Context: an optimization exercise on an open-source flow, tuned for small area. The choices shown serve that exercise and are no tape-out recipe.
Only simulation tests tie the RTL to the original design; equivalence was not proved.
Power figures rest on the tool's default switching activity, not on a simulated workload.

--- flow/design.v ---
package gsim_sched_pkg;
  localparam int VEC_LEN        = 16;
  localparam int IDX_W          = $clog2(VEC_LEN);
  localparam int FRAC_W         = 16;
  localparam int WORD_W         = 32;
  localparam int N_ITER_DEFAULT = 64;
  typedef enum logic [2:0] {
    S_IDLE,
    S_LOAD,
    S_ITER,
    S_DRAIN,
    S_OUT
  } state_t;
endpackage
import gsim_sched_pkg::*;
module gsim_sched #(
  parameter int N_ITER = N_ITER_DEFAULT
) (
  input  logic                clk,
  input  logic                reset,
  input  logic                in_en,
  input  logic [15:0]         b_in,
  output logic [WORD_W-1:0]   cu_b,
  output logic [WORD_W-1:0]   cu_x0,
  output logic [WORD_W-1:0]   cu_x1,
  output logic [WORD_W-1:0]   cu_x2,
  output logic [WORD_W-1:0]   cu_x3,
  output logic [WORD_W-1:0]   cu_x4,
  output logic [WORD_W-1:0]   cu_x5,
  input  logic [WORD_W-1:0]   cu_x_new,
  output logic                out_valid,
  output logic [WORD_W-1:0]   x_out
);
  localparam int                 SWEEP_W    = (N_ITER > 1) ? $clog2(N_ITER) : 1;
  localparam logic [SWEEP_W-1:0] LAST_SWEEP = SWEEP_W'(N_ITER - 1);
  localparam logic [IDX_W-1:0]   LAST_IDX   = IDX_W'(VEC_LEN - 1);
  logic               iter;      
  logic               wb_valid;  
  logic [IDX_W-1:0]   cnt;       
  logic [SWEEP_W-1:0] sweep;
  logic [15:0]        bs [VEC_LEN];
  logic [WORD_W-1:0]  xs [VEC_LEN];
  logic idle, drain, last_cnt, b_shift;
  assign drain    = wb_valid & ~iter;
  assign idle     = ~iter & ~wb_valid & ~out_valid;
  assign last_cnt = (cnt == LAST_IDX);
  assign b_shift  = iter | (idle & in_en);
  always_ff @(posedge clk) begin
    if (reset) begin
      iter      <= 1'b0;
      wb_valid  <= 1'b0;
      out_valid <= 1'b0;
      cnt       <= '0;
      sweep     <= '0;
    end else begin
      wb_valid <= iter;
      if (b_shift | out_valid) cnt <= cnt + 1'b1;
      if (idle & in_en & last_cnt) iter <= 1'b1;
      if (iter & last_cnt) begin
        sweep <= sweep + 1'b1;
        if (sweep == LAST_SWEEP) iter <= 1'b0;
      end
      if (drain) out_valid <= 1'b1;
      if (out_valid & last_cnt) out_valid <= 1'b0;
    end
  end
  always_ff @(posedge clk) begin
    if (b_shift) begin
      bs[0] <= iter ? bs[VEC_LEN-1] : b_in;
      for (int i = 1; i < VEC_LEN; i++) bs[i] <= bs[i-1];
    end
  end
  logic [WORD_W-1:0] x_new_n;
  assign x_new_n = ~(cu_x_new & {WORD_W{wb_valid}});
  always_ff @(posedge clk) begin
    xs[0] <= x_new_n;
    for (int i = 1; i < VEC_LEN; i++) xs[i] <= xs[i-1];
  end
  logic off_b, off_0, off_1, off_2, off_3, off_4, off_5, off_o;
  assign off_b = ~iter;
  assign off_0 = ~(iter & (cnt != '0));
  assign off_1 = ~(iter & (cnt <= IDX_W'(VEC_LEN - 2)));
  assign off_2 = ~(iter & (cnt >= IDX_W'(2)));
  assign off_3 = ~(iter & (cnt <= IDX_W'(VEC_LEN - 3)));
  assign off_4 = ~(iter & (cnt >= IDX_W'(3)));
  assign off_5 = ~(iter & (cnt <= IDX_W'(VEC_LEN - 4)));
  assign off_o = ~out_valid;
  assign cu_b  = {bs[VEC_LEN-1] & {16{~off_b}}, {FRAC_W{1'b0}}};
  assign cu_x0 = ~(x_new_n | {WORD_W{off_0}});
  assign cu_x1 = ~(xs[13]  | {WORD_W{off_1}});
  assign cu_x2 = ~(xs[0]   | {WORD_W{off_2}});
  assign cu_x3 = ~(xs[12]  | {WORD_W{off_3}});
  assign cu_x4 = ~(xs[1]   | {WORD_W{off_4}});
  assign cu_x5 = ~(xs[11]  | {WORD_W{off_5}});
  assign x_out = ~(xs[VEC_LEN-1] | {WORD_W{off_o}});
endmodule
--- flow/flow/run.sh ---
#!/bin/bash
# Standard ORFS flow (the standard.sh) with the settings in flow/extra.mk
# appended to the standard flow's config.mk: smaller port buffers and a leaner clock tree.
set -e
cat flow/extra.mk >> config.mk
bash standard.sh > standard.log 2>&1
--- flow/flow/extra.mk ---
export BUFFER_PORTS_ARGS = -buffer_cell sky130_fd_sc_hd__buf_1
export CTS_ARGS = -sink_clustering_enable -dont_use_dummy_load -buf_list {sky130_fd_sc_hd__clkbuf_8} -sink_clustering_size 20 -sink_clustering_max_diameter 60
--- flow/standard.sh ---
#!/bin/bash
# synth_recipe.tcl (not shown) runs the flow's synth.tcl, then flattens the netlist and writes it again
# the make line also repeats each setting of config.mk as NAME=value (left out here)
make -C /OpenROAD-flow-scripts/flow DESIGN_CONFIG=/design/flow/config.mk WORK_HOME=/design/flow/orfs CLKGATE_MAP_FILE= SYNTH_SCRIPT=/design/flow/synth_recipe.tcl "${@:-finish}"
--- flow/config.mk ---
export PLATFORM = sky130hd
export DESIGN_NAME = gsim_sched
export DESIGN_NICKNAME = gsim_sched
export VERILOG_FILES = /design/flow/design.v
export SDC_FILE = /design/flow/constraint.sdc
export NUM_CORES = 4
export LEC_CHECK = 0
export ABC_AREA = 1
export CAP_MARGIN = 0
export CORE_MARGIN = 2
export CORE_UTILIZATION = 40
export SLEW_MARGIN = 0
export BUFFER_PORTS_ARGS = -buffer_cell sky130_fd_sc_hd__buf_1
export CTS_ARGS = -sink_clustering_enable -dont_use_dummy_load -buf_list {sky130_fd_sc_hd__clkbuf_8} -sink_clustering_size 20 -sink_clustering_max_diameter 60
--- flow/constraint.sdc ---
create_clock -name core_clock -period 7.0 [get_ports {clk}]
set_input_delay 1.4000 -clock core_clock [delete_from_list [all_inputs] [get_ports {clk}]]
set_output_delay 1.4000 -clock core_clock [all_outputs]
set_load 0.01 [all_outputs]
==> impl_metrics.toml, run 1 <==
[run_status]
outcome = "complete, no violations"

[setup_path]
regToRegSetupSlack_ns = 3.64
cp.required_ns = 5.60
critical_path_peak_fanout = 26
critical_path.endpoint_type = "primary output"
reg2reg_from = "iter$_SDFF_PP0_"
crit_start = "iter$_SDFF_PP0_"
critical_path_class = "flip-flop to primary output"
cp.arrival_ns = 2.59
cp-start-kind = "flip-flop"

[sta]
rsz0062_at_grt = "no"
period_minus_slack_ns = 3.987
maxClockFrequency_mhz = 250.8
relSlewSlack = 0.1798
setup_slack_ns = 3.013
post-route-period-util = 0.5696
finalSetupTns_ns = 0
hold_viol = 0
setup_viol = 0
fin_skew_ns = 0.05307
maxSlewViolCount = 0
whs_ns = 0.2938
worst_pin_slew_ns = 1.230

[yosys]
avgSynthCellArea_um2 = 16.28
yosysUniqueCellTypes = 21
syn_inst = 1239
syn-cell-area_um2 = 20180
ys_ff_latch = 781
yosys_warnings = 3
ys_seq_area_frac = 0.9020

[clock_network]
max-clock-path-buffers = 3
htree_levels = 2
cts.sinks = 781
cts_hold_buffers = 0
root_buffer = "clkbuf_8"
clk_latency_ns = 0.65
cts-resized-gates = 0
cts_tree = "done"
cts_setup_buffers = 0
cts_buffers = 49
clk_pin_slew_ns = 0.11

[detailed_routing]
ant_nets = 0
num_vias = 9112
drt_iter0_markers = 490
post_drt_wl_per_cell_um = 14.18
drtPass1Iterations = 4
viasPerCell = 4.090
drc = 0
routed_wl_um = 31590

[global_route]
gr-total-overflow = 0
grt_max_degree = 234
grt_usage = 0.1178
grt_pass1_wl_um = 48300
grt_pass1_vias = 8936
antenna_found_initial = 1

[placed_design]
routabilityCongestion = 0.8720
port_buffers = 291
post-place-ws_ns = 3.574
dpl.hpwl_um = 20170

[job]
max_cap_viol_count = 0

[floorplan]
pin_count = 308
die_area_um2 = 52250
die_w_um = 228.6
initial_core_util = 0.4038
core_area_um2 = 49970
die_h_um = 228.6
rows = 82

[min_path]
hold_path.startpoint = "xs[5][3]$_DFF_P_"
hp-class = "flip-flop to flip-flop"

[pwr]
p_clk_frac = 0.278
p_per_area_nw_per_um2 = 296.8
p_comb_frac = 0.009
swShare = 0.1948
p_int_mw = 5.413
leakage_nw = 8.117
power_frac_seq = 0.713
p_switching_mw = 1.310
ir_drop_mv = 0.1691

[finish]
fin_util = 0.4534
layout-drive-gt1-share = 0.04309
syn_to_final_growth_pct = 12.29
fill_cells = 4489
nNetsFinal = 1613
worst paths after layout:
check,to,cells past startpoint
max,cu_x4[13],4
min,xs[6][3]$_DFF_P_,0
min reg2reg,xs[6][3]$_DFF_P_,0
max reg2reg,bs[13][11]$_DFFE_PP_,3
worst max-delay path, stage by stage (launching register included):
cell,delay [ns]
dfxtp_1,1.07
o21ai_2,0.24
buf_4,0.31
nor2_1,0.16
buf_1,0.17
through the flow:
step           cell area [um2]  instances  power (mW)
3_3_place_gp             21980       2178       4.953
2_1_floorplan            20230       1254       4.937
4_1_cts                  22650       2227       6.843
3_5_place_dp             21980       2178       4.957
6_report                 22650       2228       6.723
5_1_grt                  22650       2228       7.017
kinds of logic (layout without fill, tap and decap cells):
kind of cell             count (synthesis)  after routing  synth area share
flip-flops                             781            781            0.9020
AND/OR/NAND/NOR                        356            356           0.06785
buffers and inverters                   77            378           0.01947
AO/OA/AOI/OAI                           17             17          0.006573
adder cells (fa/ha/maj)                  5              5          0.003101
XOR/XNOR                                 2              2         0.0008684
other                                    1             17         0.0001859
synthesized netlist by cell type:
master	n	area, um2
a21oi_1	7	35.03
buf_1	2	7.510
buf_2	14	70.07
buf_4	23	172.7
clkbuf_1	9	33.78
conb_1	1	3.750
dfxtp_1	525	10510
edfxtp_1	256	7687
ha_1	5	62.56
inv_1	28	105.1
inv_2	1	3.750
nand2_1	101	379.1
nand3_1	8	40.04
nand4_1	7	43.79
nor2_1	238	893.4
nor2_2	1	6.260
o21ai_0	4	20.02
o21ai_2	4	35.03
o31ai_4	2	42.54
or2_1	1	6.260
xor2_1	2	17.52
area by class of cell:
class,count,area [um2],area share
inverters,29,108.9,0.004805
flip-flops and latches,781,18200,0.8033
well taps,672,840.8,0.03711
multi-input cells,396,1658,0.07318
repair buffers,300,1172,0.05175
clock buffers,49,674.4,0.02977
diodes,1,2.502,0.0001105
cell usage in the layout (no fill, tap or decap), drive strengths merged:
master | netlist | routed
nand4 | 7 | 7
or2 | 1 | 1
ha | 5 | 5
xor2 | 2 | 2
inv | 29 | 29
conb | 1 | 16
nand2 | 101 | 101
clkbuf | 9 | 49
diode | 0 | 1
edfxtp | 256 | 256
dfxtp | 525 | 525
o31ai | 2 | 2
nand3 | 8 | 8
nor2 | 239 | 239
a21oi | 7 | 7
buf | 39 | 300
o21ai | 8 | 8
flip-flops by register name (all words and copies together), names as in the netlist:
register   cells
out_valid      1
cnt            4
bs           256
xs           512
wb_valid       1
iter           1
sweep          6
power groups by stage:
| stage | Clock, mW | Combinational (mW) | Sequential, mW |
|---|---|---|---|
| 6_report | 1.87 | 0.0584 | 4.79 |
| 3_5_place_dp | 0 | 0.0587 | 4.90 |
| 5_1_grt | 2.15 | 0.0655 | 4.81 |
| 4_1_cts | 1.99 | 0.0587 | 4.80 |
| 3_3_place_gp | 0 | 0.0568 | 4.90 |
| 2_1_floorplan | 0 | 0.0423 | 4.89 |
layer usage:
| layer | share of wire | track usage | routed length [um] | vias up |
|---|---|---|---|---|
| li1 | - | - | - | 4585 |
| met1 | 0.48 | 0.1702 | 15120 | 4202 |
| met2 | 0.41 | 0.1691 | 13090 | 258 |
| met3 | 0.081 | 0.03418 | 2561 | 67 |
| met4 | 0.026 | 0.04167 | 819 | 0 |
| met5 | 0 | 0 | 0 | - |
==> inputs of run 2 (changes only) <==
--- a/flow/design.v
+++ b/flow/design.v
@@ -36,2 +36,3 @@
   localparam logic [IDX_W-1:0]   LAST_IDX   = IDX_W'(VEC_LEN - 1);
+  localparam int                 X_LEN      = VEC_LEN - 2;
   logic               iter;      
@@ -41,8 +42,11 @@
   logic [15:0]        bs [VEC_LEN];
-  logic [WORD_W-1:0]  xs [VEC_LEN];
-  logic idle, drain, last_cnt, b_shift;
-  assign drain    = wb_valid & ~iter;
-  assign idle     = ~iter & ~wb_valid & ~out_valid;
-  assign last_cnt = (cnt == LAST_IDX);
-  assign b_shift  = iter | (idle & in_en);
+  logic [WORD_W-1:0]  xs [X_LEN];
+  logic idle, drain, last_cnt, last_issue, b_shift, x_ext, b_en;
+  assign drain      = wb_valid & ~iter;
+  assign idle       = ~iter & ~wb_valid & ~out_valid;
+  assign last_cnt   = (cnt == LAST_IDX);
+  assign last_issue = iter & last_cnt & (sweep == LAST_SWEEP);
+  assign b_shift    = iter | (idle & in_en);
+  assign x_ext      = last_issue | drain | out_valid;  
+  assign b_en       = b_shift | x_ext;
   always_ff @(posedge clk) begin
@@ -58,6 +62,4 @@
       if (idle & in_en & last_cnt) iter <= 1'b1;
-      if (iter & last_cnt) begin
-        sweep <= sweep + 1'b1;
-        if (sweep == LAST_SWEEP) iter <= 1'b0;
-      end
+      if (iter & last_cnt) sweep <= sweep + 1'b1;
+      if (last_issue) iter <= 1'b0;
       if (drain) out_valid <= 1'b1;
@@ -67,5 +69,9 @@
   always_ff @(posedge clk) begin
-    if (b_shift) begin
+    if (b_en) begin
       bs[0] <= iter ? bs[VEC_LEN-1] : b_in;
       for (int i = 1; i < VEC_LEN; i++) bs[i] <= bs[i-1];
+      if (x_ext) begin
+        bs[12] <= xs[X_LEN-1][15:0];
+        bs[14] <= xs[X_LEN-1][31:16];
+      end
     end
@@ -76,3 +82,3 @@
     xs[0] <= x_new_n;
-    for (int i = 1; i < VEC_LEN; i++) xs[i] <= xs[i-1];
+    for (int i = 1; i < X_LEN; i++) xs[i] <= xs[i-1];
   end
@@ -94,3 +100,3 @@
   assign cu_x5 = ~(xs[11]  | {WORD_W{off_5}});
-  assign x_out = ~(xs[VEC_LEN-1] | {WORD_W{off_o}});
+  assign x_out = ~({bs[15], bs[13]} | {WORD_W{off_o}});
 endmodule
==> flow/flow/extra.mk (replaced) <==
export BUFFER_PORTS_ARGS = -buffer_cell sky130_fd_sc_hd__buf_1
export CTS_ARGS = -sink_clustering_enable -repair_clock_nets -dont_use_dummy_load -buf_list {sky130_fd_sc_hd__clkbuf_4} -sink_clustering_size 10 -sink_clustering_max_diameter 40
--- a/flow/config.mk
+++ b/flow/config.mk
@@ -13,2 +13,2 @@
 export BUFFER_PORTS_ARGS = -buffer_cell sky130_fd_sc_hd__buf_1
-export CTS_ARGS = -sink_clustering_enable -dont_use_dummy_load -buf_list {sky130_fd_sc_hd__clkbuf_8} -sink_clustering_size 20 -sink_clustering_max_diameter 60
+export CTS_ARGS = -sink_clustering_enable -repair_clock_nets -dont_use_dummy_load -buf_list {sky130_fd_sc_hd__clkbuf_4} -sink_clustering_size 10 -sink_clustering_max_diameter 40
==> run 2 against run 1 <==
  * Global-route usage increased by 1.8 points
  * Non-clock buffer count increased by 4
  * Critical path type is now flip-flop to flip-flop
  * Fmax is 21% lower
  * Clock-buffer cell count up 42
  * Still clean on timing, DRC and antenna
  * Largest cell class unchanged
  * Core utilization up 0.24 points
==> impl_metrics.toml, run 2 <==
[floorplan]
die_w_um = 223.8
die_area_um2 = 50060
die_h_um = 223.8
core_area_um2 = 47750
rows = 80
initial_core_util = 0.4046
pin_count = 308

[clock_network]
cts_hold_buffers = 0
cts.sinks = 717
cts-resized-gates = 0
cts_setup_buffers = 0
clk_latency_ns = 0.84
root_buffer = "clkbuf_4"
max-clock-path-buffers = 3
cts_tree = "done"
htree_levels = 3
clk_pin_slew_ns = 0.09
cts_buffers = 91

[detailed_routing]
drt_iter0_markers = 650
post_drt_wl_per_cell_um = 15.22
num_vias = 9844
viasPerCell = 4.369
drc = 0
ant_nets = 0
drtPass1Iterations = 4
routed_wl_um = 34290

[finish]
layout-drive-gt1-share = 0.07230
regMostFlops = "xs"
fill_cells = 4314
fin_util = 0.4558
largestRegisters = "xs: 448 flops, bs: 256 flops, sweep: 6 flops"
syn_to_final_growth_pct = 12.66
largest_reg_flops = 448
final_cell_mix = "dfxtp_1, buf_1, edfxtp_1"
mostFrequentLayoutCell = "dfxtp_1"
nNetsFinal = 1690

[setup_path]
cp.required_ns = 7.36
critical_path_peak_fanout = 89
cp-start-kind = "flip-flop"
critical_path.endpoint_type = "flip-flop"
cp.arrival_ns = 5.37
critical_path_class = "flip-flop to flip-flop"

[yosys]
synth_ff_type = "dfxtp_1"
yosys.area.top_type_share = 0.4778
async_flop_share = 0
ys_top_cells_by_count = "dfxtp_1, edfxtp_1, nor2_1"
ys_seq_area_frac = 0.8758
syn-cell-area_um2 = 19320
synth_edf_count = 256
synthTopCellsByArea = "dfxtp_1, edfxtp_1, nor2_1"
synth_top_area_cell = "dfxtp_1"
yosysUniqueCellTypes = 26
yosysMostFrequentCell = "dfxtp_1"
yosys_warnings = 3
ys_ff_latch = 717
syn_inst = 1277
avgSynthCellArea_um2 = 15.13

[sta]
setup_viol = 0
maxClockFrequency_mhz = 199.3
period_minus_slack_ns = 5.019
maxSlewViolCount = 0
worst_pin_slew_ns = 1.073
post-route-period-util = 0.7169
relSlewSlack = 0.2848
hold_viol = 0
fin_skew_ns = 0.09773
rsz0062_at_grt = "no"

[global_route]
gr-total-overflow = 0
grt_max_degree = 90
antenna_found_initial = 2
grt_pass1_vias = 9316
grt_pass1_wl_um = 51130
grt_usage = 0.1355

[pwr]
leakage_nw = 8.003
finalPower_mw = 6.287
ir_drop_mv = 0.1399
p_per_area_nw_per_um2 = 288.9

[run_status]
outcome = "complete, no violations"

[min_path]
hp-class = "flip-flop to flip-flop"

[placed_design]
dpl.hpwl_um = 22630
port_buffers = 291
routabilityCongestion = 0.7931

[job]
max_cap_viol_count = 0
==> run 2: final cells by class <==
type                       instances  area [um2]  area share
timing repair buffer             304        1190     0.05468
clock buffer                      91       683.2     0.03139
inverter                          28       105.1    0.004830
tap                              615       769.5     0.03536
antenna                            6       15.01   0.0006900
sequential                       717       16920      0.7774
multi-input combinational        492        2082     0.09568
==> run 2: path summary, 6_finish.rpt <==
check,start,endpoint,slack (ns),cells past startpoint
worst min register to register,xs[8][31]$_DFF_P_,xs[9][31]$_DFF_P_,0.28,0
worst max register to register,iter$_SDFFE_PP0P_,bs[13][12]$_DFFE_PP_,1.98,8
worst max-delay path,iter$_SDFFE_PP0P_,bs[13][12]$_DFFE_PP_,1.98,8
worst min-delay path,xs[8][31]$_DFF_P_,xs[9][31]$_DFF_P_,0.28,0
==> run 2: cells by family after synthesis <==
kind of cell	Yosys count	share of synthesized area
buf+inv	83	0.02189
xor+xnor	1	0.0004535
compound gates	18	0.006153
flops	717	0.8758
other cells	1	0.0001941
fa+ha+maj	5	0.003239
simple gates	452	0.09231
==> run 2: layer usage <==
metal / wire [um] / up-vias / global-route usage
li1: - / 4852 / -
met1: 15160 / 4588 / 0.1765
met2: 15560 / 336 / 0.2047
met3: 2511 / 68 / 0.04696
met4: 1062 / 0 / 0.06172
met5: 0 / - / 0
==> run 2: through the flow <==
step	worst slack, ns	hold WS (ns)	std cells	instance area, um2	TNS [ns]
after floorplan	-4.490	0.3096	1292	19390	-1149.43
after global placement	2.051	0.3098	2156	21060	0
after detailed placement	1.907	0.3121	2156	21060	0
after CTS	1.925	0.2817	2247	21750	0
after global routing	1.548	0.2840	2252	21760	0
final	1.981	0.2761	2253	21760	0
==> run 2: worst max-delay path, cell delays in order (launching register included) <==
cell	delay (ns)
dfxtp_1	0.63
inv_2	0.38
nor2_4	0.29
nand2_2	0.06
buf_4	0.25
nand4_1	0.14
buf_4	0.78
buf_4	0.95
buf_4	0.88
==> run 2: where the power goes <==
part           internal [mW]  switching [mW]  total (mW)
registers               4.41          0.0332        4.44
clock network          0.597            1.18        1.77
logic                 0.0175          0.0527      0.0703
==> inputs of run 3 (changes only) <==
==> flow/flow/extra.mk (replaced) <==
export BUFFER_PORTS_ARGS = -buffer_cell sky130_fd_sc_hd__buf_1
export CTS_ARGS = -sink_clustering_enable -repair_clock_nets -dont_use_dummy_load -buf_list {sky130_fd_sc_hd__clkbuf_16} -sink_clustering_size 36 -sink_clustering_max_diameter 50
--- a/flow/config.mk
+++ b/flow/config.mk
@@ -13,2 +13,2 @@
 export BUFFER_PORTS_ARGS = -buffer_cell sky130_fd_sc_hd__buf_1
-export CTS_ARGS = -sink_clustering_enable -repair_clock_nets -dont_use_dummy_load -buf_list {sky130_fd_sc_hd__clkbuf_4} -sink_clustering_size 10 -sink_clustering_max_diameter 40
+export CTS_ARGS = -sink_clustering_enable -repair_clock_nets -dont_use_dummy_load -buf_list {sky130_fd_sc_hd__clkbuf_16} -sink_clustering_size 36 -sink_clustering_max_diameter 50
==> run 3 against run 2 <==
  * Still clean on timing, DRC and antenna
  * Global-route usage decreased by 0.29 points
  * Wire length decreased by 0.53%
  * Clock power increased by 32%
  * Via count decreased by 3.1%
  * Critical path depth unchanged
  * Final cell count decreased by 2.3%
  * Die area unchanged
==> impl_metrics.toml, run 3 <==
[finish]
multi_input_area_um2 = 2082
syn_to_final_growth_pct = 14.87
largest_reg_flops = 448
mostFrequentLayoutCell = "dfxtp_1"
fill_cells = 4232
fin_util = 0.4647
layout-drive-gt1-share = 0.04540
layout.cells.non_filler = 2201
largestRegisters = "xs: 448 flops, bs: 256 flops, sweep: 6 flops"
antenna_cells = 0
regMostFlops = "xs"
regArea_um2 = 16920
nNetsFinal = 1644
stdcell_area_um2 = 22190
final_cell_mix = "dfxtp_1, buf_1, edfxtp_1"

[yosys]
syn_inst = 1277
synth_top_area_cell = "dfxtp_1"
ys_ff_latch = 717
yosysMostFrequentCell = "dfxtp_1"
ys_seq_area_frac = 0.8758
synth-compound-area-share = 0.006154
avgSynthCellArea_um2 = 15.13
synth-adder-area-share = 0.003239
synth_edf_count = 256
synth-xor-area-share = 0.0004534
ys_top_cells_by_count = "dfxtp_1, edfxtp_1, nor2_1"
yosys.area.top_type_share = 0.4778
synth_ff_type = "dfxtp_1"
synthSimpleGateAreaFrac = 0.09230
synthTopCellsByArea = "dfxtp_1, edfxtp_1, nor2_1"
yosysUniqueCellTypes = 26
synth.area.mux_share = 0
syn-cell-area_um2 = 19320
yosys_warnings = 3
async_flop_share = 0
synth_top_family_by_area = "simple AND/OR/NAND/NOR gates"

[detailed_routing]
drt_iter0_markers = 656
ant_nets = 0
drtPass1Iterations = 4
post_drt_wl_per_cell_um = 15.49
viasPerCell = 4.333
routed_wl_um = 34100
drc = 0
num_vias = 9538

[min_path]
hold_path_depth = 0
hold_path.startpoint = "xs[8][11]$_DFF_P_"
hp-class = "flip-flop to flip-flop"
whs_endpoint = "xs[9][11]$_DFF_P_"

[floorplan]
core_area_um2 = 47750
initial_core_util = 0.4046
die_area_um2 = 50060
rows = 80
die_h_um = 223.8
die_w_um = 223.8
pin_count = 308

[setup_path]
regToRegSetupSlack_ns = 2.04
cpPeakStageDelay_ns = 0.94
cp.required_ns = 7.16
r2r-end = "bs[2][12]$_DFFE_PP_"
critical_path_class = "flip-flop to flip-flop"
cp-start-kind = "flip-flop"
cp.arrival_ns = 5.12
critical_path_peak_fanout = 89
critical_path.endpoint_type = "flip-flop"
crit_slowest_cell = "buf_4"
crit_chain = "inv_2 > nor2_4 > nand2_2 > buf_4 > nand4_1 > buf_4 > buf_4 > buf_4"
rr_worst_depth = 8
reg2reg_from = "iter$_SDFFE_PP0P_"
crit_top_cell = "buf_4"

[sta]
relSlewSlack = 0.2860
fin_skew_ns = 0.05563
setup_viol = 0
period_minus_slack_ns = 4.956
worst_pin_slew_ns = 1.071
post-route-period-util = 0.7080
hold_viol = 0
rsz0062_at_grt = "no"
maxSlewViolCount = 0
maxClockFrequency_mhz = 201.8

[pwr]
finalPower_mw = 6.859
p_per_area_nw_per_um2 = 309.1
ir_drop_mv = 0.1924
leakage_nw = 8.139

[clock_network]
htree_levels = 2
cts_buffers = 45
cts.sinks = 717
clk_latency_ns = 0.58
max-clock-path-buffers = 3
cts_hold_buffers = 0
cts-resized-gates = 0
cts_setup_buffers = 0
clk_pin_slew_ns = 0.09
root_buffer = "clkbuf_16"
cts_tree = "done"

[global_route]
grt_usage = 0.1326
antenna_found_initial = 0
grt_pass1_vias = 8934
gr-total-overflow = 0
grt_max_degree = 90
grt_pass1_wl_um = 50200

[placed_design]
numPlacedInstances = 2156
dpl.hpwl_um = 22630
port_buffers = 291
dpl_cell_area_um2 = 21060
routabilityCongestion = 0.7931

[run_status]
outcome = "complete, no violations"

[job]
max_cap_viol_count = 0
run 3: worst max-delay path by stage:
| stage | startpoint | to | slack [ns] | depth (start not counted) |
|---|---|---|---|---|
| finish | iter$_SDFFE_PP0P_ | bs[2][12]$_DFFE_PP_ | 2.04 | 8 |
| global route | iter$_SDFFE_PP0P_ | bs[5][12]$_DFFE_PP_ | 1.62 | 8 |
| CTS | iter$_SDFFE_PP0P_ | bs[5][12]$_DFFE_PP_ | 2.01 | 8 |
| detailed placement | in_en | bs[14][11]$_DFFE_PP_ | 1.91 | 6 |
| global placement | in_en | bs[0][12]$_DFFE_PP_ | 2.05 | 6 |
| floorplan | in_en | bs[0][0]$_DFFE_PP_ | -4.49 | 2 |
run 3: kinds of logic (layout without fill, tap and decap cells):
group	after synthesis	count (layout)
flops	717	717
simple gates	452	452
buf+inv	83	377
compound gates	18	18
fa+ha+maj	5	5
other cells	1	16
xor+xnor	1	1
run 3: per-stage QoR:
step / TNS [ns] / hold slack (ns) / setup slack, ns
final: 0 / 0.2884 / 2.044
after global routing: 0 / 0.2877 / 1.624
after CTS: 0 / 0.2821 / 2.008
after detailed placement: 0 / 0.3121 / 1.907
after global placement: 0 / 0.3098 / 2.051
after floorplan: -1149.43 / 0.3096 / -4.490
run 3: critical path, delay by kind of cell, from the launching register on:
kind / cells / cell delay, ns
buffers and inverters: 5 / 3.30
flip-flops: 1 / 0.62
AND/OR/NAND/NOR: 3 / 0.49
run 3: final cells by class:
type	instances	area share
Sequential cell	717	0.7624
Multi-Input combinational cell	492	0.09383
Timing Repair Buffer	304	0.05363
Clock buffer	45	0.05075
Tap cell	615	0.03468
Inverter	28	0.004737
run 3: routing by layer:
metal | GRT usage | wire, um | up-vias
met3 | 0.03502 | 2329 | 54
met1 | 0.1796 | 15410 | 4471
li1 | - | - | 4722
met5 | 0 | 0 | -
met2 | 0.2027 | 15310 | 291
met4 | 0.05613 | 1056 | 0
run 3: where the power goes:
group	internal [mW]	switching [mW]
clock	1.14	1.21
combinational	0.0175	0.0530
sequential	4.41	0.0335
==> inputs of run 4 (changes only) <==
==> flow/flow/extra.mk (replaced) <==
export BUFFER_PORTS_ARGS = -buffer_cell sky130_fd_sc_hd__buf_1
export CTS_ARGS = -sink_clustering_enable -repair_clock_nets -dont_use_dummy_load -buf_list {sky130_fd_sc_hd__clkbuf_8} -sink_clustering_size 20 -sink_clustering_max_diameter 60
--- a/flow/config.mk
+++ b/flow/config.mk
@@ -13,2 +13,2 @@
 export BUFFER_PORTS_ARGS = -buffer_cell sky130_fd_sc_hd__buf_1
-export CTS_ARGS = -sink_clustering_enable -repair_clock_nets -dont_use_dummy_load -buf_list {sky130_fd_sc_hd__clkbuf_16} -sink_clustering_size 36 -sink_clustering_max_diameter 50
+export CTS_ARGS = -sink_clustering_enable -repair_clock_nets -dont_use_dummy_load -buf_list {sky130_fd_sc_hd__clkbuf_8} -sink_clustering_size 20 -sink_clustering_max_diameter 60
==> run 4 against run 3 <==
  * Synthesized cell count did not move
  * Register-to-register slack barely moved
  * Worst setup slack got worse by 0.0023 ns
  * Power fell by 9.3%
  * First-iteration DRC count fell by 1.5%
  * Critical path type unchanged
  * Critical endpoint unchanged
  * Highest routed layer unchanged
==> impl_metrics.toml, run 4 <==
[global_route]
antenna_found_initial = 0
gr-total-overflow = 0
grt_usage = 0.1316
grt_pass1_wl_um = 49960
grt_pass1_vias = 8952
grt_max_degree = 90

[finish]
mostFrequentLayoutCell = "dfxtp_1"
antenna_cells = 0
largest_reg_flops = 448
largestRegisters = "xs: 448 flops, bs: 256 flops, sweep: 6 flops"
regMostFlops = "xs"
multi_input_area_um2 = 2082
layout-drive-gt1-share = 0.04600
nNetsFinal = 1645
fill_cells = 4287
syn_to_final_growth_pct = 12.32
regArea_um2 = 16920
final_cell_mix = "dfxtp_1, buf_1, edfxtp_1"
stdcell_area_um2 = 21700

[sta]
hold_viol = 0
whs_ns = 0.2823
relSlewSlack = 0.2858
setup_slack_ns = 2.042
setup_viol = 0
maxSlewViolCount = 0
maxClockFrequency_mhz = 201.7
fin_skew_ns = 0.08155
worst_pin_slew_ns = 1.071
period_minus_slack_ns = 4.958
post-route-period-util = 0.7083
rsz0062_at_grt = "no"

[setup_path]
crit_start = "iter$_SDFFE_PP0P_"
critical_path.endpoint_type = "flip-flop"
critical_path_class = "flip-flop to flip-flop"
cp-start-kind = "flip-flop"
critical_path_peak_fanout = 89
cp.arrival_ns = 5.14
reg2reg_from = "iter$_SDFFE_PP0P_"
cp.required_ns = 7.19

[detailed_routing]
routed_wl_um = 33780
viasPerCell = 4.316
ant_nets = 0
num_vias = 9504
drt_iter0_markers = 646
drc = 0
post_drt_wl_per_cell_um = 15.34
drtPass1Iterations = 5

[min_path]
hold_path.startpoint = "xs[3][2]$_DFF_P_"
hp-class = "flip-flop to flip-flop"

[yosys]
yosysMostFrequentCell = "dfxtp_1"
ys_top_cells_by_count = "dfxtp_1, edfxtp_1, nor2_1"
synth_top_area_cell = "dfxtp_1"
async_flop_share = 0
yosysUniqueCellTypes = 26
syn-cell-area_um2 = 19320
ys_ff_latch = 717
syn_inst = 1277
avgSynthCellArea_um2 = 15.13
synthTopCellsByArea = "dfxtp_1, edfxtp_1, nor2_1"
yosys_warnings = 3
synth_ff_type = "dfxtp_1"
ys_seq_area_frac = 0.8758
synth_edf_count = 256
yosys.area.top_type_share = 0.4778

[clock_network]
clk_latency_ns = 0.63
clk_pin_slew_ns = 0.10
cts-resized-gates = 0
htree_levels = 2
max-clock-path-buffers = 3
cts_tree = "done"
cts_setup_buffers = 0
cts.sinks = 717
cts_buffers = 46
root_buffer = "clkbuf_8"
cts_hold_buffers = 0

[placed_design]
dpl_cell_area_um2 = 21060
routabilityCongestion = 0.7931
post-place-ws_ns = 1.907
dpl.hpwl_um = 22630
port_buffers = 291

[run_status]
outcome = "complete, no violations"

[floorplan]
core_area_um2 = 47750
die_area_um2 = 50060
die_w_um = 223.8
rows = 80
die_h_um = 223.8
pin_count = 308
initial_core_util = 0.4046

[pwr]
leakage_nw = 7.915
finalPower_mw = 6.224
p_per_area_nw_per_um2 = 286.9
ir_drop_mv = 0.1645

[job]
max_cap_viol_count = 0
-- run 4: metrics by stage --
step | TNS [ns] | utilization | cells
global placement | 0 | 0.4411 | 2156
finish | 0 | 0.4544 | 2202
global route | 0 | 0.4544 | 2202
floorplan | -1149.43 | - | 1292
detailed placement | 0 | 0.4411 | 2156
CTS | 0 | 0.4544 | 2202
-- run 4: critical path: stages, from the launching register on --
cell	delay, ns
dfxtp_1	0.63
inv_2	0.39
nor2_4	0.29
nand2_2	0.07
buf_4	0.26
nand4_1	0.14
buf_4	0.77
buf_4	0.95
buf_4	0.93
-- run 4: kinds of logic after synthesis --
family                     after synthesis  share of synthesized area
xor gates and xnor gates                 1                  0.0004535
AOI/OAI and AO/OA                       18                   0.006153
buffers and inverters                   83                    0.02189
adders and majority gates                5                   0.003239
and+or+nand+nor                        452                    0.09231
DFF                                    717                     0.8758
other                                    1                  0.0001941
-- run 4: power breakdown --
part | internal [mW] | leakage [nW] | switching, mW | total, mW
sequential | 4.41 | 6.24 | 0.0332 | 4.44
clock | 0.593 | 0.331 | 1.12 | 1.71
combinational | 0.0175 | 1.35 | 0.0527 | 0.0702
total | 5.02 | 7.92 | 1.20 | 6.22
-- run 4: layout make-up --
| cell class | count | area share |
|---|---|---|
| clock buffer | 46 | 0.02918 |
| inverter | 28 | 0.004844 |
| multi-input combinational | 492 | 0.09596 |
| sequential | 717 | 0.7797 |
| tap | 615 | 0.03547 |
| timing repair buffer | 304 | 0.05484 |
-- run 4: path summary, 6_finish.rpt --
| check | to | slack, ns | cells after the start |
|---|---|---|---|
| min | xs[4][2]$_DFF_P_ | 0.28 | 0 |
| max | bs[2][12]$_DFFE_PP_ | 2.04 | 8 |
| min reg2reg | xs[4][2]$_DFF_P_ | 0.28 | 0 |
| max reg2reg | bs[2][12]$_DFFE_PP_ | 2.04 | 8 |
-- run 4: routing by layer --
layer | track usage | vias to the layer above | part of all wire
li1 | - | 4714 | -
met1 | 0.1780 | 4450 | 0.46
met2 | 0.2021 | 277 | 0.45
met3 | 0.03227 | 63 | 0.062
met4 | 0.05871 | 0 | 0.033
met5 | 0 | - | 0
==> inputs of run 5 (changes only) <==
--- a/flow/design.v
+++ b/flow/design.v
@@ -70,3 +70,3 @@
     if (b_en) begin
-      bs[0] <= iter ? bs[VEC_LEN-1] : b_in;
+      bs[0] <= iter ? bs[VEC_LEN-1] : ~b_in;
       for (int i = 1; i < VEC_LEN; i++) bs[i] <= bs[i-1];
@@ -93,3 +93,3 @@
   assign off_o = ~out_valid;
-  assign cu_b  = {bs[VEC_LEN-1] & {16{~off_b}}, {FRAC_W{1'b0}}};
+  assign cu_b  = {~(bs[VEC_LEN-1] | {16{off_b}}), {FRAC_W{1'b0}}};
   assign cu_x0 = ~(x_new_n | {WORD_W{off_0}});
==> run 5 against run 4 <==
  * Still clean on timing, DRC and antenna
  * Combinational power down 0.7%
  * Sequential share of layout area up 0.37 points
  * Global-route usage is essentially flat
  * First-iteration DRC count rose by 0.31%
  * Die area is 0.24% lower
  * Register-to-register slack gained 1.6 ns
  * Synthesized area down 0.24%
  * Cell area fell by 0.47%
  * Largest cell class unchanged
==> impl_metrics.toml, run 5 <==
[setup_path]
cp_num_buf_inv = 3
critical-path-top-delay-family = "compound AO/OA/AOI/OAI gates"
cp.required_ns = 5.60
cp-start-kind = "flip-flop"
cpPeakStageDelay_ns = 0.73
crit_slowest_cell = "o31ai_4"
critical_path_class = "flip-flop to primary output"
critical_path.endpoint_type = "primary output"
rr_worst_depth = 4
crit_chain = "inv_1 > ha_1 > o31ai_4 > buf_4 > nor2_1 > buf_1"
cp.arrival_ns = 2.85
critical_path_depth = 6
critical_path_peak_fanout = 18

[finish]
layout.cells.non_filler = 2167
largest_reg_flops = 448
syn_to_final_growth_pct = 12.06
nNetsFinal = 1610
layout-drive-gt1-share = 0.04446
regMostFlops = "xs"
mostFrequentLayoutCell = "dfxtp_1"
final_cell_mix = "dfxtp_1, buf_1, nor2_1"
antenna_cells = 0
stdcell_area_um2 = 21590
largestRegisters = "xs: 448 flops, bs: 256 flops, sweep: 6 flops"

[global_route]
grt_pass1_wl_um = 49860
met1_usage = 0.1751
met3_usage = 0.03451
grt_pass1_vias = 8928
top_usage_layer = "met2"
antenna_found_initial = 1
grt_use_met2 = 0.2022
grt_usage = 0.1318
grt_max_degree = 171
gr-total-overflow = 0

[detailed_routing]
drtPass1Iterations = 4
routed_wl_um = 33720
viasPerCell = 4.339
num_vias = 9403
ant_nets = 0
post_drt_wl_per_cell_um = 15.56
drc = 0
drt_iter0_markers = 648

[placed_design]
port_buffers = 291
dpl.hpwl_um = 22390
dpl_cell_area_um2 = 20960
routabilityCongestion = 0.8102
numPlacedInstances = 2121

[yosys]
ys_seq_area_frac = 0.8779
yosysUniqueCellTypes = 29
yosys_warnings = 3
syn_inst = 1246
async_flop_share = 0
yosys.area.top_type_share = 0.4789
synth_ff_type = "dfxtp_1"
synthTopCellsByArea = "dfxtp_1, edfxtp_1, nor2_1"
synth_edf_count = 256
synth_top_area_cell = "dfxtp_1"
ys_top_cells_by_count = "dfxtp_1, nor2_1, edfxtp_1"
syn-cell-area_um2 = 19270
yosysMostFrequentCell = "dfxtp_1"
ys_ff_latch = 717
avgSynthCellArea_um2 = 15.47

[sta]
rsz0062_at_grt = "no"
worst_pin_slew_ns = 1.137
relSlewSlack = 0.2371
maxClockFrequency_mhz = 235.3
setup_viol = 0
post-route-period-util = 0.6070
hold_viol = 0
maxSlewViolCount = 0
fin_skew_ns = 0.05172
period_minus_slack_ns = 4.249

[job]
max_cap_viol_count = 0

[floorplan]
die_w_um = 223.5
die_h_um = 223.5
die_area_um2 = 49950
pin_count = 308
rows = 80
initial_core_util = 0.4044
core_area_um2 = 47650

[pwr]
ir_drop_mv = 0.1728
p_per_area_nw_per_um2 = 288.8
leakage_nw = 7.679
finalPower_mw = 6.236

[clock_network]
clk_pin_slew_ns = 0.11
root_buffer = "clkbuf_8"
max-clock-path-buffers = 3
cts_tree = "done"
clk_latency_ns = 0.61
cts_hold_buffers = 0
cts-resized-gates = 0
htree_levels = 2
cts.sinks = 717
cts_setup_buffers = 0
cts_buffers = 46

[min_path]
hold_path_depth = 0
hp-class = "flip-flop to flip-flop"

[run_status]
outcome = "complete, no violations"
run 5: final cells by class:
| type | count | area (um2) |
|---|---|---|
| inverters | 12 | 45.04 |
| clock buffers | 46 | 633.1 |
| repair buffers | 300 | 1172 |
| well taps | 615 | 769.5 |
| fillers | 4251 | 26050 |
| flip-flops and latches | 717 | 16920 |
| multi-input cells | 477 | 2057 |
run 5: layer usage:
metal / vias up / share of wire
met3: 76 / 0.063
met4: 2 / 0.038
li1: 4638 / -
met1: 4430 / 0.45
met2: 257 / 0.45
met5: - / 0.00039
run 5: kinds of logic (layout without fill, tap and decap cells):
kind of cell / count (synthesis) / after routing / share of synthesized area
buf+inv: 67 / 358 / 0.01935
xor+xnor: 1 / 1 / 0.0004546
flops: 717 / 717 / 0.8779
simple gates: 421 / 421 / 0.08707
other cells: 1 / 16 / 0.0001946
fa+ha+maj: 5 / 5 / 0.003247
compound gates: 34 / 34 / 0.01182
run 5: through the flow:
stage,setup WS (ns),hold slack [ns],util,TNS (ns)
after floorplan,-4.485,0.3096,-,-1148.27
after global placement,3.480,0.3096,0.4399,0
after detailed placement,3.365,0.3121,0.4399,0
after CTS,2.657,0.2638,0.4532,0
after global routing,2.516,0.2674,0.4532,0
final,2.751,0.2629,0.4532,0
run 5: report_power, final:
part / switching, mW / internal, mW / leakage [nW]
Sequential: 0.0330 / 4.41 / 6.24
Clock: 1.13 / 0.593 / 0.331
Combinational: 0.0517 / 0.0181 / 1.11
Total: 1.21 / 5.02 / 7.68
run 5: worst reg2reg max path: stages (launching register included):
cell     delay [ns]
dfxtp_1        0.65
inv_2          0.45
a21oi_4        0.99
nand4_1        0.33
buf_4          0.54
run 5: worst paths after layout:
check / end / slack, ns / from
max reg2reg: bs[4][13]$_DFFE_PP_ / 3.61 / iter$_SDFFE_PP0P_
min: xs[8][26]$_DFF_P_ / 0.26 / xs[7][26]$_DFF_P_
max: cu_x3[14] / 2.75 / cnt[1]$_SDFFE_PP0P_
min reg2reg: xs[8][26]$_DFF_P_ / 0.26 / xs[7][26]$_DFF_P_
==> inputs of run 6 (changes only) <==
==> flow/flow/extra.mk (replaced) <==
export BUFFER_PORTS_ARGS = -buffer_cell sky130_fd_sc_hd__buf_1
export CTS_ARGS = -sink_clustering_enable -repair_clock_nets -dont_use_dummy_load -buf_list {sky130_fd_sc_hd__clkbuf_8} -sink_clustering_size 20 -sink_clustering_max_diameter 60
export SKIP_REPAIR_TIE_FANOUT = 1
--- a/flow/config.mk
+++ b/flow/config.mk
@@ -14 +14,2 @@
 export CTS_ARGS = -sink_clustering_enable -repair_clock_nets -dont_use_dummy_load -buf_list {sky130_fd_sc_hd__clkbuf_8} -sink_clustering_size 20 -sink_clustering_max_diameter 60
+export SKIP_REPAIR_TIE_FANOUT = 1
==> run 6 against run 5 <==
  * Wire length down 1.3%
  * Core utilization shrank 0.10 points
  * Die area unchanged
  * Cell area is 0.23% lower
  * Register-to-register slack worse by 0.42 ns
  * Global-route usage shrank 0.30 points
==> impl_metrics.toml, run 6 <==
[yosys]
ys_top_cells_by_count = "dfxtp_1, nor2_1, edfxtp_1"
synth_ff_type = "dfxtp_1"
synth_top_area_cell = "dfxtp_1"
avgSynthCellArea_um2 = 15.47
async_flop_share = 0
ys_ff_latch = 717
synthTopCellsByArea = "dfxtp_1, edfxtp_1, nor2_1"
syn_inst = 1246
yosysUniqueCellTypes = 29
syn-cell-area_um2 = 19270
ys_seq_area_frac = 0.8779
yosysMostFrequentCell = "dfxtp_1"
yosys_warnings = 3
synth_edf_count = 256
yosys.area.top_type_share = 0.4789

[finish]
nNetsFinal = 1596
layout-drive-gt1-share = 0.04551
regArea_um2 = 16920
multi_input_area_um2 = 2001
largestRegisters = "xs: 448 flops, bs: 256 flops, sweep: 6 flops"
final_cell_mix = "dfxtp_1, buf_1, nor2_1"
largest_reg_flops = 448
mostFrequentLayoutCell = "dfxtp_1"
antenna_cells = 0
layout.cells.non_filler = 2153
syn_to_final_growth_pct = 11.80
regMostFlops = "xs"
fill_cells = 4258

[setup_path]
r2r-end = "bs[1][1]$_DFFE_PP_"
crit_start = "cnt[0]$_SDFFE_PP0P_"
reg2reg_from = "iter$_SDFFE_PP0P_"
critical_path_class = "flip-flop to primary output"
cp_num_buf_inv = 3
critical_path_peak_fanout = 22
cp.arrival_ns = 2.56
cp-start-kind = "flip-flop"
critical_path.endpoint_type = "primary output"
cp.required_ns = 5.60
cpPeakStageDelay_ns = 0.51
crit_chain = "inv_1 > ha_1 > o31ai_4 > buf_4 > nor2_1 > buf_1"
critical-path-top-delay-family = "buffers and inverters"
regToRegSetupSlack_ns = 3.19
crit_slowest_cell = "o31ai_4"
rr_worst_depth = 6

[detailed_routing]
ant_nets = 0
drc = 0
drt_iter0_markers = 594
viasPerCell = 4.384
drtPass1Iterations = 4
post_drt_wl_per_cell_um = 15.46
routed_wl_um = 33280
num_vias = 9439

[clock_network]
cts_hold_buffers = 0
max-clock-path-buffers = 3
cts_tree = "done"
cts_buffers = 46
clk_latency_ns = 0.63
cts.sinks = 717
cts-resized-gates = 0
root_buffer = "clkbuf_8"
clk_pin_slew_ns = 0.11
htree_levels = 2
cts_setup_buffers = 0

[sta]
fin_skew_ns = 0.07153
hold_viol = 0
relSlewSlack = 0.3325
worst_pin_slew_ns = 1.001
period_minus_slack_ns = 3.956
whs_ns = 0.2676
maxClockFrequency_mhz = 252.8
setup_slack_ns = 3.044
maxSlewViolCount = 0
post-route-period-util = 0.5651
rsz0062_at_grt = "no"
finalSetupTns_ns = 0
setup_viol = 0

[placed_design]
routabilityCongestion = 0.7865
dpl.hpwl_um = 22040
port_buffers = 291
numPlacedInstances = 2107
post-place-ws_ns = 3.097

[floorplan]
core_area_um2 = 47650
die_w_um = 223.5
pin_count = 308
initial_core_util = 0.4044
die_h_um = 223.5
rows = 80
die_area_um2 = 49950

[global_route]
grt_pass1_vias = 8844
grt_usage = 0.1288
antenna_found_initial = 1
grt_pass1_wl_um = 48770
grt_max_degree = 199
gr-total-overflow = 0

[min_path]
hp-class = "flip-flop to flip-flop"
whs_endpoint = "xs[9][22]$_DFF_P_"
hold_path.startpoint = "xs[8][22]$_DFF_P_"
hold_path_depth = 0

[job]
max_cap_viol_count = 0

[run_status]
outcome = "complete, no violations"

[pwr]
leakage_nw = 7.635
p_per_area_nw_per_um2 = 289.4
ir_drop_mv = 0.1829
[run 6: worst reg2reg max path, stage by stage (launching register included)]
cell	delay (ns)
dfxtp_1	0.62
inv_2	0.45
nor2_4	0.34
nand2_4	0.29
nand4_1	0.25
buf_12	0.75
buf_4	0.76
[run 6: how the worst max path moves through the flow]
stage | depth (start not counted) | to | slack, ns
finish | 6 | cu_x1[11] | 3.04
global route | 6 | cu_x1[11] | 2.83
CTS | 6 | cu_x1[11] | 2.95
detailed placement | 5 | bs[0][1]$_DFFE_PP_ | 3.10
global placement | 5 | bs[4][0]$_DFFE_PP_ | 3.15
floorplan | 2 | bs[0][0]$_DFFE_PP_ | -4.49
[run 6: cell families after synthesis]
| logic type | count (synthesis) | share of synthesized area |
|---|---|---|
| flops | 717 | 0.8779 |
| simple gates | 421 | 0.08707 |
| compound gates | 34 | 0.01182 |
| fa+ha+maj | 5 | 0.003247 |
| buf+inv | 67 | 0.01935 |
| other cells | 1 | 0.0001946 |
| xor+xnor | 1 | 0.0004546 |
[run 6: area by class of cell]
type                    count  area share
repair buffers            301     0.05477
inverters                  12    0.002091
well taps                 615     0.03572
multi-input cells         462     0.09286
flip-flops and latches    717      0.7852
clock buffers              46     0.02939
[run 6: per-layer routing]
layer,up-vias,track usage,share of wire
li1,4631,-,-
met1,4479,0.1714,0.45
met2,268,0.2047,0.46
met3,59,0.03200,0.062
met4,2,0.04839,0.026
met5,-,0,0.00030
[run 6: report_power, final]
part	total, mW	switching [mW]	internal (mW)
clock network	1.72	1.13	0.593
registers	4.44	0.0328	4.41
logic	0.0696	0.0515	0.0181
[run 6: metrics by stage]
step                      total power, mW    util  area [um2]
after global placement              4.605  0.4389       20910
after CTS                           6.331  0.4522       21540
final                               6.234  0.4522       21540
after floorplan                     4.599       -       19290
after global routing                6.481  0.4522       21540
after detailed placement            4.607  0.4389       20910
==> inputs of run 7 (changes only) <==
==> flow/flow/extra.mk (replaced) <==
export BUFFER_PORTS_ARGS = -buffer_cell sky130_fd_sc_hd__buf_1
export CTS_ARGS = -sink_clustering_enable -repair_clock_nets -dont_use_dummy_load -buf_list {sky130_fd_sc_hd__clkbuf_8} -sink_clustering_size 20 -sink_clustering_max_diameter 80
--- a/flow/config.mk
+++ b/flow/config.mk
@@ -13,3 +13,2 @@
 export BUFFER_PORTS_ARGS = -buffer_cell sky130_fd_sc_hd__buf_1
-export CTS_ARGS = -sink_clustering_enable -repair_clock_nets -dont_use_dummy_load -buf_list {sky130_fd_sc_hd__clkbuf_8} -sink_clustering_size 20 -sink_clustering_max_diameter 60
-export SKIP_REPAIR_TIE_FANOUT = 1
+export CTS_ARGS = -sink_clustering_enable -repair_clock_nets -dont_use_dummy_load -buf_list {sky130_fd_sc_hd__clkbuf_8} -sink_clustering_size 20 -sink_clustering_max_diameter 80
==> run 7 against run 6 <==
  * Still clean
  * Sequential power hardly changed
  * Synthesized area stayed put
  * First-iteration DRC count is 5.7% higher
  * Largest power group unchanged
==> impl_metrics.toml, run 7 <==
[setup_path]
critical_path_peak_fanout = 18
reg2reg_from = "iter$_SDFFE_PP0P_"
regToRegSetupSlack_ns = 3.61
crit_slowest_cell = "o31ai_4"
cp.arrival_ns = 2.84
critical_path_class = "flip-flop to primary output"
cp_num_buf_inv = 3
r2r-end = "bs[4][5]$_DFFE_PP_"
crit_start = "cnt[1]$_SDFFE_PP0P_"
critical_path.endpoint_type = "primary output"
critical-path-top-delay-family = "compound AO/OA/AOI/OAI gates"
crit_chain = "inv_1 > ha_1 > o31ai_4 > buf_4 > nor2_1 > buf_1"
cp-start-kind = "flip-flop"
cp.required_ns = 5.60
cpPeakStageDelay_ns = 0.73
rr_worst_depth = 4

[yosys]
yosys_warnings = 3
ys_ff_latch = 717
synth_ff_type = "dfxtp_1"
async_flop_share = 0
synth_edf_count = 256
yosysUniqueCellTypes = 29
ys_seq_area_frac = 0.8779
avgSynthCellArea_um2 = 15.47
yosys.area.top_type_share = 0.4789
synthTopCellsByArea = "dfxtp_1, edfxtp_1, nor2_1"
syn-cell-area_um2 = 19270
syn_inst = 1246
yosysMostFrequentCell = "dfxtp_1"
synth_top_area_cell = "dfxtp_1"
ys_top_cells_by_count = "dfxtp_1, nor2_1, edfxtp_1"

[min_path]
hold_path_depth = 0
hp-class = "flip-flop to flip-flop"
whs_endpoint = "xs[9][17]$_DFF_P_"
hold_path.startpoint = "xs[8][17]$_DFF_P_"

[sta]
worst_pin_slew_ns = 1.161
post-route-period-util = 0.6062
period_minus_slack_ns = 4.243
finalSetupTns_ns = 0
setup_viol = 0
fin_skew_ns = 0.05797
whs_ns = 0.3102
rsz0062_at_grt = "no"
maxSlewViolCount = 0
setup_slack_ns = 2.757
maxClockFrequency_mhz = 235.7
hold_viol = 0
relSlewSlack = 0.2213

[placed_design]
post-place-ws_ns = 3.365
dpl_cell_area_um2 = 20960
routabilityCongestion = 0.8102
dpl.hpwl_um = 22390
port_buffers = 291

[detailed_routing]
drtPass1Iterations = 6
viasPerCell = 4.345
drc = 0
drt_iter0_markers = 628
post_drt_wl_per_cell_um = 15.51
ant_nets = 0
routed_wl_um = 33550
num_vias = 9399

[floorplan]
rows = 80
core_area_um2 = 47650
initial_core_util = 0.4044
pin_count = 308
die_w_um = 223.5
die_h_um = 223.5
die_area_um2 = 49950

[job]
max_cap_viol_count = 0

[clock_network]
cts_hold_buffers = 0
cts_buffers = 42
htree_levels = 2
root_buffer = "clkbuf_8"
max-clock-path-buffers = 3
cts_tree = "done"
cts_setup_buffers = 0
clk_latency_ns = 0.63
cts.sinks = 717
cts-resized-gates = 0
clk_pin_slew_ns = 0.11

[finish]
largest_reg_flops = 448
final_cell_mix = "dfxtp_1, buf_1, nor2_1"
mostFrequentLayoutCell = "dfxtp_1"
largestRegisters = "xs: 448 flops, bs: 256 flops, sweep: 6 flops"
fill_cells = 4265
antenna_cells = 0
layout-drive-gt1-share = 0.04199
syn_to_final_growth_pct = 11.77
stdcell_area_um2 = 21540
nNetsFinal = 1606
regMostFlops = "xs"

[pwr]
finalPower_mw = 6.168
p_switching_mw = 1.194
p_clk_frac = 0.268
swShare = 0.1936
p_per_area_nw_per_um2 = 286.4
p_comb_frac = 0.011
ir_drop_mv = 0.1474
p_int_mw = 4.973
power_frac_seq = 0.720
leakage_nw = 7.650

[global_route]
grt_pass1_vias = 8851
grt_max_degree = 171
gr-total-overflow = 0
antenna_found_initial = 1
grt_usage = 0.1307
grt_pass1_wl_um = 49490

[run_status]
outcome = "complete, no violations"
[run 7: power groups by stage]
stage / clock [mW] / combinational (mW) / sequential (mW)
after floorplan: 0 / 0.0503 / 4.55
after global placement: 0 / 0.0685 / 4.54
after detailed placement: 0 / 0.0706 / 4.54
after CTS: 1.75 / 0.0707 / 4.45
after global routing: 1.89 / 0.0790 / 4.45
final: 1.65 / 0.0697 / 4.44
[run 7: layer usage]
metal	track usage	vias up	wire [um]
met5	0	-	13
met4	0.05763	2	1178
met3	0.03306	73	2002
met2	0.2031	268	15210
met1	0.1741	4428	15140
li1	-	4628	-
[run 7: worst max path at each step]
stage / endpoint / slack [ns] / depth (start not counted)
after floorplan: bs[0][0]$_DFFE_PP_ / -4.49 / 2
after global routing: cu_x3[24] / 2.50 / 6
after detailed placement: cu_x3[23] / 3.36 / 6
final: cu_x3[14] / 2.76 / 6
after global placement: cu_x3[21] / 3.48 / 6
after CTS: cu_x3[23] / 2.66 / 6
[run 7: logic make-up (layout without fill, tap and decap cells)]
family | Yosys count | in the layout | synth area share
flops | 717 | 717 | 0.8779
simple gates | 421 | 421 | 0.08707
buf+inv | 67 | 354 | 0.01935
compound gates | 34 | 34 | 0.01182
fa+ha+maj | 5 | 5 | 0.003247
other cells | 1 | 16 | 0.0001946
xor+xnor | 1 | 1 | 0.0004546
[run 7: final cells by class]
class | count | area (um2) | share of cell area
Clock buffer | 42 | 578.1 | 0.02684
Multi-Input combinational cell | 477 | 2057 | 0.09550
Timing Repair Buffer | 300 | 1172 | 0.05443
Sequential cell | 717 | 16920 | 0.7854
Tap cell | 615 | 769.5 | 0.03573
Inverter | 12 | 45.04 | 0.002091
[run 7: stage by stage]
stage / utilization / instances
finish: 0.4520 / 2163
global route: 0.4520 / 2163
CTS: 0.4520 / 2163
detailed placement: 0.4399 / 2121
global placement: 0.4399 / 2121
floorplan: - / 1261
==> inputs of run 8 (changes only) <==
==> flow/flow/extra.mk (replaced) <==
export BUFFER_PORTS_ARGS = -buffer_cell sky130_fd_sc_hd__buf_1
export CTS_ARGS = -sink_clustering_enable -repair_clock_nets -dont_use_dummy_load -buf_list {sky130_fd_sc_hd__clkbuf_8} -sink_clustering_size 20 -sink_clustering_max_diameter 80
export SKIP_REPAIR_TIE_FANOUT = 1
--- a/flow/config.mk
+++ b/flow/config.mk
@@ -14 +14,2 @@
 export CTS_ARGS = -sink_clustering_enable -repair_clock_nets -dont_use_dummy_load -buf_list {sky130_fd_sc_hd__clkbuf_8} -sink_clustering_size 20 -sink_clustering_max_diameter 80
+export SKIP_REPAIR_TIE_FANOUT = 1
==> run 8 against run 7 <==
  * Final cell count is 0.55% lower
  * Critical path type unchanged
  * Fmax increased by 7.9%
  * Highest routed layer is now met4
  * Synthesized area is the same
  * Still clean
==> impl_metrics.toml, run 8 <==
[detailed_routing]
viasPerCell = 4.399
wl_met1_um = 14960
post_drt_wl_per_cell_um = 15.36
drtPass1Iterations = 5
ant_nets = 0
drc = 0
wl_met2_um = 15170
routed_wl_um = 33030
routed.top_layer = "met4"
num_vias = 9463
drt_iter0_markers = 639
met3_length_um = 2050

[clock_network]
max-clock-path-buffers = 3
clk_pin_slew_ns = 0.11
root_buffer = "clkbuf_8"
cts_tree = "done"
cts_hold_buffers = 0
clk_latency_ns = 0.66
cts_buffers = 44
cts-resized-gates = 0
htree_levels = 2
cts_setup_buffers = 0
cts.sinks = 717

[pwr]
p_switching_mw = 1.206
p_int_mw = 4.997
power_frac_seq = 0.716
p_comb_frac = 0.011
swShare = 0.1944
ir_drop_mv = 0.1580
leakage_nw = 7.620
p_per_area_nw_per_um2 = 288.3
finalPower_mw = 6.203
p_clk_frac = 0.273

[finish]
fill_cells = 4247
regMostFlops = "xs"
largestRegisters = "xs: 448 flops, bs: 256 flops, sweep: 6 flops"
mostFrequentLayoutCell = "dfxtp_1"
antenna_cells = 0
nNetsFinal = 1594
layout-drive-gt1-share = 0.04427
syn_to_final_growth_pct = 11.66
final_cell_mix = "dfxtp_1, buf_1, nor2_1"
largest_reg_flops = 448
fin_util = 0.4516

[global_route]
grt_pass1_vias = 8843
gr-total-overflow = 0
antenna_found_initial = 0
grt_max_degree = 199
grt_usage = 0.1291
grt_pass1_wl_um = 48890

[yosys]
syn_inst = 1246
synth_ff_type = "dfxtp_1"
yosysMostFrequentCell = "dfxtp_1"
ys_seq_area_frac = 0.8779
synthTopCellsByArea = "dfxtp_1, edfxtp_1, nor2_1"
yosysUniqueCellTypes = 29
avgSynthCellArea_um2 = 15.47
yosys.area.top_type_share = 0.4789
ys_top_cells_by_count = "dfxtp_1, nor2_1, edfxtp_1"
ys_ff_latch = 717
synth_edf_count = 256
async_flop_share = 0
yosys_warnings = 3
synth_top_area_cell = "dfxtp_1"
syn-cell-area_um2 = 19270

[sta]
post-route-period-util = 0.5620
setup_slack_ns = 3.066
maxClockFrequency_mhz = 254.2
hold_viol = 0
worst_pin_slew_ns = 1.002
setup_viol = 0
relSlewSlack = 0.3317
period_minus_slack_ns = 3.934
rsz0062_at_grt = "no"
fin_skew_ns = 0.1098
maxSlewViolCount = 0

[setup_path]
regToRegSetupSlack_ns = 3.09
critical_path.endpoint_type = "primary output"
cp.required_ns = 5.60
cp-start-kind = "flip-flop"
crit_end = "cu_x1[11]"
critical_path_peak_fanout = 22
cp.arrival_ns = 2.53
r2r-end = "bs[14][2]$_DFFE_PP_"
rr_worst_depth = 6
reg2reg_from = "iter$_SDFFE_PP0P_"
critical_path_class = "flip-flop to primary output"
crit_start = "cnt[0]$_SDFFE_PP0P_"

[run_status]
outcome = "complete, no violations"

[floorplan]
rows = 80
die_area_um2 = 49950
initial_core_util = 0.4044
die_h_um = 223.5
pin_count = 308
die_w_um = 223.5
core_area_um2 = 47650

[min_path]
hp-class = "flip-flop to flip-flop"

[job]
max_cap_viol_count = 0

[placed_design]
routabilityCongestion = 0.7865
port_buffers = 291
dpl.hpwl_um = 22040
post-place-ws_ns = 3.097
[run 8: cell counts after synthesis]
Identical to the previous run, type by type.
[run 8: logic make-up after synthesis]
kind of cell / count (synthesis) / share of synthesized area
XOR/XNOR: 1 / 0.0004546
flip-flops: 717 / 0.8779
AND/OR/NAND/NOR: 421 / 0.08707
buffers and inverters: 67 / 0.01935
other: 1 / 0.0001946
adder cells (fa/ha/maj): 5 / 0.003247
AO/OA/AOI/OAI: 34 / 0.01182
[run 8: metrics by stage]
stage	instances	area, um2	hold WS [ns]	TNS (ns)
finish	2151	21520	0.2664	0
global route	2151	21520	0.2572	0
CTS	2151	21520	0.2653	0
detailed placement	2107	20910	0.3121	0
global placement	2107	20910	0.3095	0
floorplan	1246	19290	0.3096	-1148.27
[run 8: power by group through the flow]
stage / registers [mW] / clock network [mW] / logic, mW
after floorplan: 4.55 / 0 / 0.0503
after detailed placement: 4.54 / 0 / 0.0705
after CTS: 4.45 / 1.78 / 0.0706
after global placement: 4.54 / 0 / 0.0685
final: 4.44 / 1.69 / 0.0691
after global routing: 4.45 / 1.92 / 0.0784
[run 8: worst min-delay path by stage]
stage | slack (ns) | cells after the start | to | start
4_1_cts | 0.27 | 0 | xs[10][26]$_DFF_P_ | xs[9][26]$_DFF_P_
5_1_grt | 0.26 | 0 | xs[10][26]$_DFF_P_ | xs[9][26]$_DFF_P_
6_report | 0.27 | 0 | xs[10][26]$_DFF_P_ | xs[9][26]$_DFF_P_
3_5_place_dp | 0.31 | 0 | xs[10][19]$_DFF_P_ | xs[9][19]$_DFF_P_
2_1_floorplan | 0.31 | 0 | xs[10][0]$_DFF_P_ | xs[9][0]$_DFF_P_
3_3_place_gp | 0.31 | 0 | xs[3][11]$_DFF_P_ | xs[2][11]$_DFF_P_
[run 8: cell type report]
cell class / count / area [um2] / share of cell area
timing repair buffer: 301 / 1180 / 0.05484
clock buffer: 44 / 605.6 / 0.02814
inverter: 12 / 45.04 / 0.002093
sequential: 717 / 16920 / 0.7862
tap: 615 / 769.5 / 0.03576
multi-input combinational: 462 / 2001 / 0.09298
[run 8: worst max-delay path, cell delays in order (launching register included)]
cell     delay, ns
dfxtp_1       0.46
inv_1         0.10
ha_1          0.24
o31ai_4       0.51
buf_4         0.38
nor2_1        0.09
buf_1         0.14
[run 8: metal layers]
metal,vias up,global-route usage
li1,4624,-
met1,4497,0.1736
met2,280,0.2038
met3,62,0.03530
met4,0,0.04151
met5,-,0
==> inputs of run 9 (changes only) <==
--- a/flow/config.mk
+++ b/flow/config.mk
@@ -10,3 +10,4 @@
 export CORE_MARGIN = 2
-export CORE_UTILIZATION = 40
+export CORE_UTILIZATION = 60
+export PLACE_DENSITY = 0.7
 export SLEW_MARGIN = 0
==> run 9 against run 8 <==
  * Still clean
  * Cell area down 1.4%
  * Global-route usage up 4.4 points
  * Sequential share of layout area up 1.1 points
  * Power down 1.6%
  * Wire length down 10%
  * Worst setup slack worse by 0.061 ns
  * Sequential power about the same
  * Register-to-register slack better by 0.11 ns
  * Synthesized area unchanged
  * Flip-flop and latch count unchanged
  * Worst hold slack better by 0.051 ns
  * Combinational power down 0.9%
  * Critical endpoint is now cu_x3[17]
  * Largest cell class unchanged
  * Highest routed layer unchanged
==> impl_metrics.toml, run 9 <==
[setup_path]
crit_chain = "inv_1 > ha_1 > o31ai_4 > buf_4 > nor2_1 > buf_1"
cp-start-kind = "flip-flop"
critical_path_peak_fanout = 20
cp.arrival_ns = 2.59
critical-path-top-delay-family = "buffers and inverters"
crit_end = "cu_x3[17]"
cpPeakStageDelay_ns = 0.58
critical_path_depth = 6
cp.required_ns = 5.60
crit_start = "cnt[1]$_SDFFE_PP0P_"
critical_path_class = "flip-flop to primary output"

[clock_network]
cts.sinks = 717
cts-resized-gates = 0
clk_pin_slew_ns = 0.11
cts_hold_buffers = 0
htree_levels = 2
cts_tree = "done"
cts_setup_buffers = 0
cts_buffers = 41

[floorplan]
die_h_um = 183.2
pin_count = 308
initial_core_util = 0.6107
rows = 65
die_w_um = 183.2

[detailed_routing]
ant_nets = 0
routed_wl_um = 29750
drc = 0
post_drt_wl_per_cell_um = 15.37
drtPass1Iterations = 5
drt_iter0_markers = 674

[placed_design]
routabilityCongestion = 0.8789
port_buffers = 291
numPlacedInstances = 1894
dpl.hpwl_um = 19890

[yosys]
synth_edf_count = 256
avgSynthCellArea_um2 = 15.47
syn_inst = 1246
ys_top_cells_by_count = "dfxtp_1, nor2_1, edfxtp_1"
ys_seq_area_frac = 0.8779
syn-cell-area_um2 = 19270
synth_ff_type = "dfxtp_1"
async_flop_share = 0
synth_top_area_cell = "dfxtp_1"

[global_route]
antenna_found_initial = 0
grt_usage = 0.1731
grt_pass1_wl_um = 44640
grt_pass1_vias = 8671

[finish]
largestRegisters = "xs: 448 flops, bs: 256 flops, sweep: 6 flops"
regMostFlops = "xs"
antenna_cells = 0
layout-drive-gt1-share = 0.04240
layout.cells.non_filler = 1935
nNetsFinal = 1591
mostFrequentLayoutCell = "dfxtp_1"
final_cell_mix = "dfxtp_1, buf_1, nor2_1"
fill_cells = 2306
largest_reg_flops = 448

[sta]
setup_viol = 0
whs_ns = 0.3172
post-route-period-util = 0.5706
fin_skew_ns = 0.04093
relSlewSlack = 0.2603
period_minus_slack_ns = 3.994
hold_viol = 0
rsz0062_at_grt = "no"

[pwr]
p_per_area_nw_per_um2 = 287.9
leakage_nw = 7.599

[run_status]
outcome = "complete, no violations"

[min_path]
hp-class = "flip-flop to flip-flop"
hold_path.startpoint = "xs[10][12]$_DFF_P_"
==> run 9: cell counts after synthesis <==
No cell type changed its count.
==> run 9: worst min-delay path by stage <==
stage	endpoint	cells after the start
CTS	xs[7][11]$_DFF_P_	0
global route	xs[3][11]$_DFF_P_	0
floorplan	xs[10][0]$_DFF_P_	0
finish	xs[11][12]$_DFF_P_	0
global placement	xs[8][14]$_DFF_P_	0
detailed placement	xs[10][12]$_DFF_P_	0
==> run 9: cells by family (layout without fill, tap and decap cells) <==
group | Yosys count | in the layout | share of synthesized area
adder cells (fa/ha/maj) | 5 | 5 | 0.003247
AND/OR/NAND/NOR | 421 | 421 | 0.08707
AO/OA/AOI/OAI | 34 | 34 | 0.01182
buffers and inverters | 67 | 354 | 0.01935
flip-flops | 717 | 717 | 0.8779
XOR/XNOR | 1 | 1 | 0.0004546
other | 1 | 1 | 0.0001946
==> run 9: per-layer routing <==
layer,part of all wire,up-vias,GRT usage
met2,0.48,325,0.2832
li1,-,4626,-
met3,0.063,57,0.03237
met5,0,-,0
met1,0.43,4404,0.2339
met4,0.030,0,0.06464
==> run 9: power breakdown <==
group / total, mW / switching (mW) / leakage (nW) / internal, mW
clock: 1.59 / 1.06 / 0.295 / 0.532
combinational: 0.0685 / 0.0504 / 1.07 / 0.0181
sequential: 4.44 / 0.0329 / 6.24 / 4.41
==> run 9: per-stage QoR <==
stage	TNS, ns	worst slack [ns]
2_1_floorplan	-1148.27	-4.485
3_3_place_gp	0	3.294
3_5_place_dp	0	3.199
4_1_cts	0	2.913
5_1_grt	0	2.788
6_report	0	3.006
==> run 9: cell type report <==
class	count	area, um2	share of cell area
inverters	12	45.04	0.002124
well taps	402	503.0	0.02372
clock buffers	41	564.3	0.02661
repair buffers	301	1180	0.05563
multi-input cells	462	2001	0.09433
flip-flops and latches	717	16920	0.7976

Re-timed with assumed drivers on the ports (clkbuf_16 on the clock, buf_2 on other inputs), run 9 has 2.963 ns of setup slack against 3.006 ns with ideal ports, and 3.202 ns once port delays also move by the mid clock arrival of 0.601 ns.
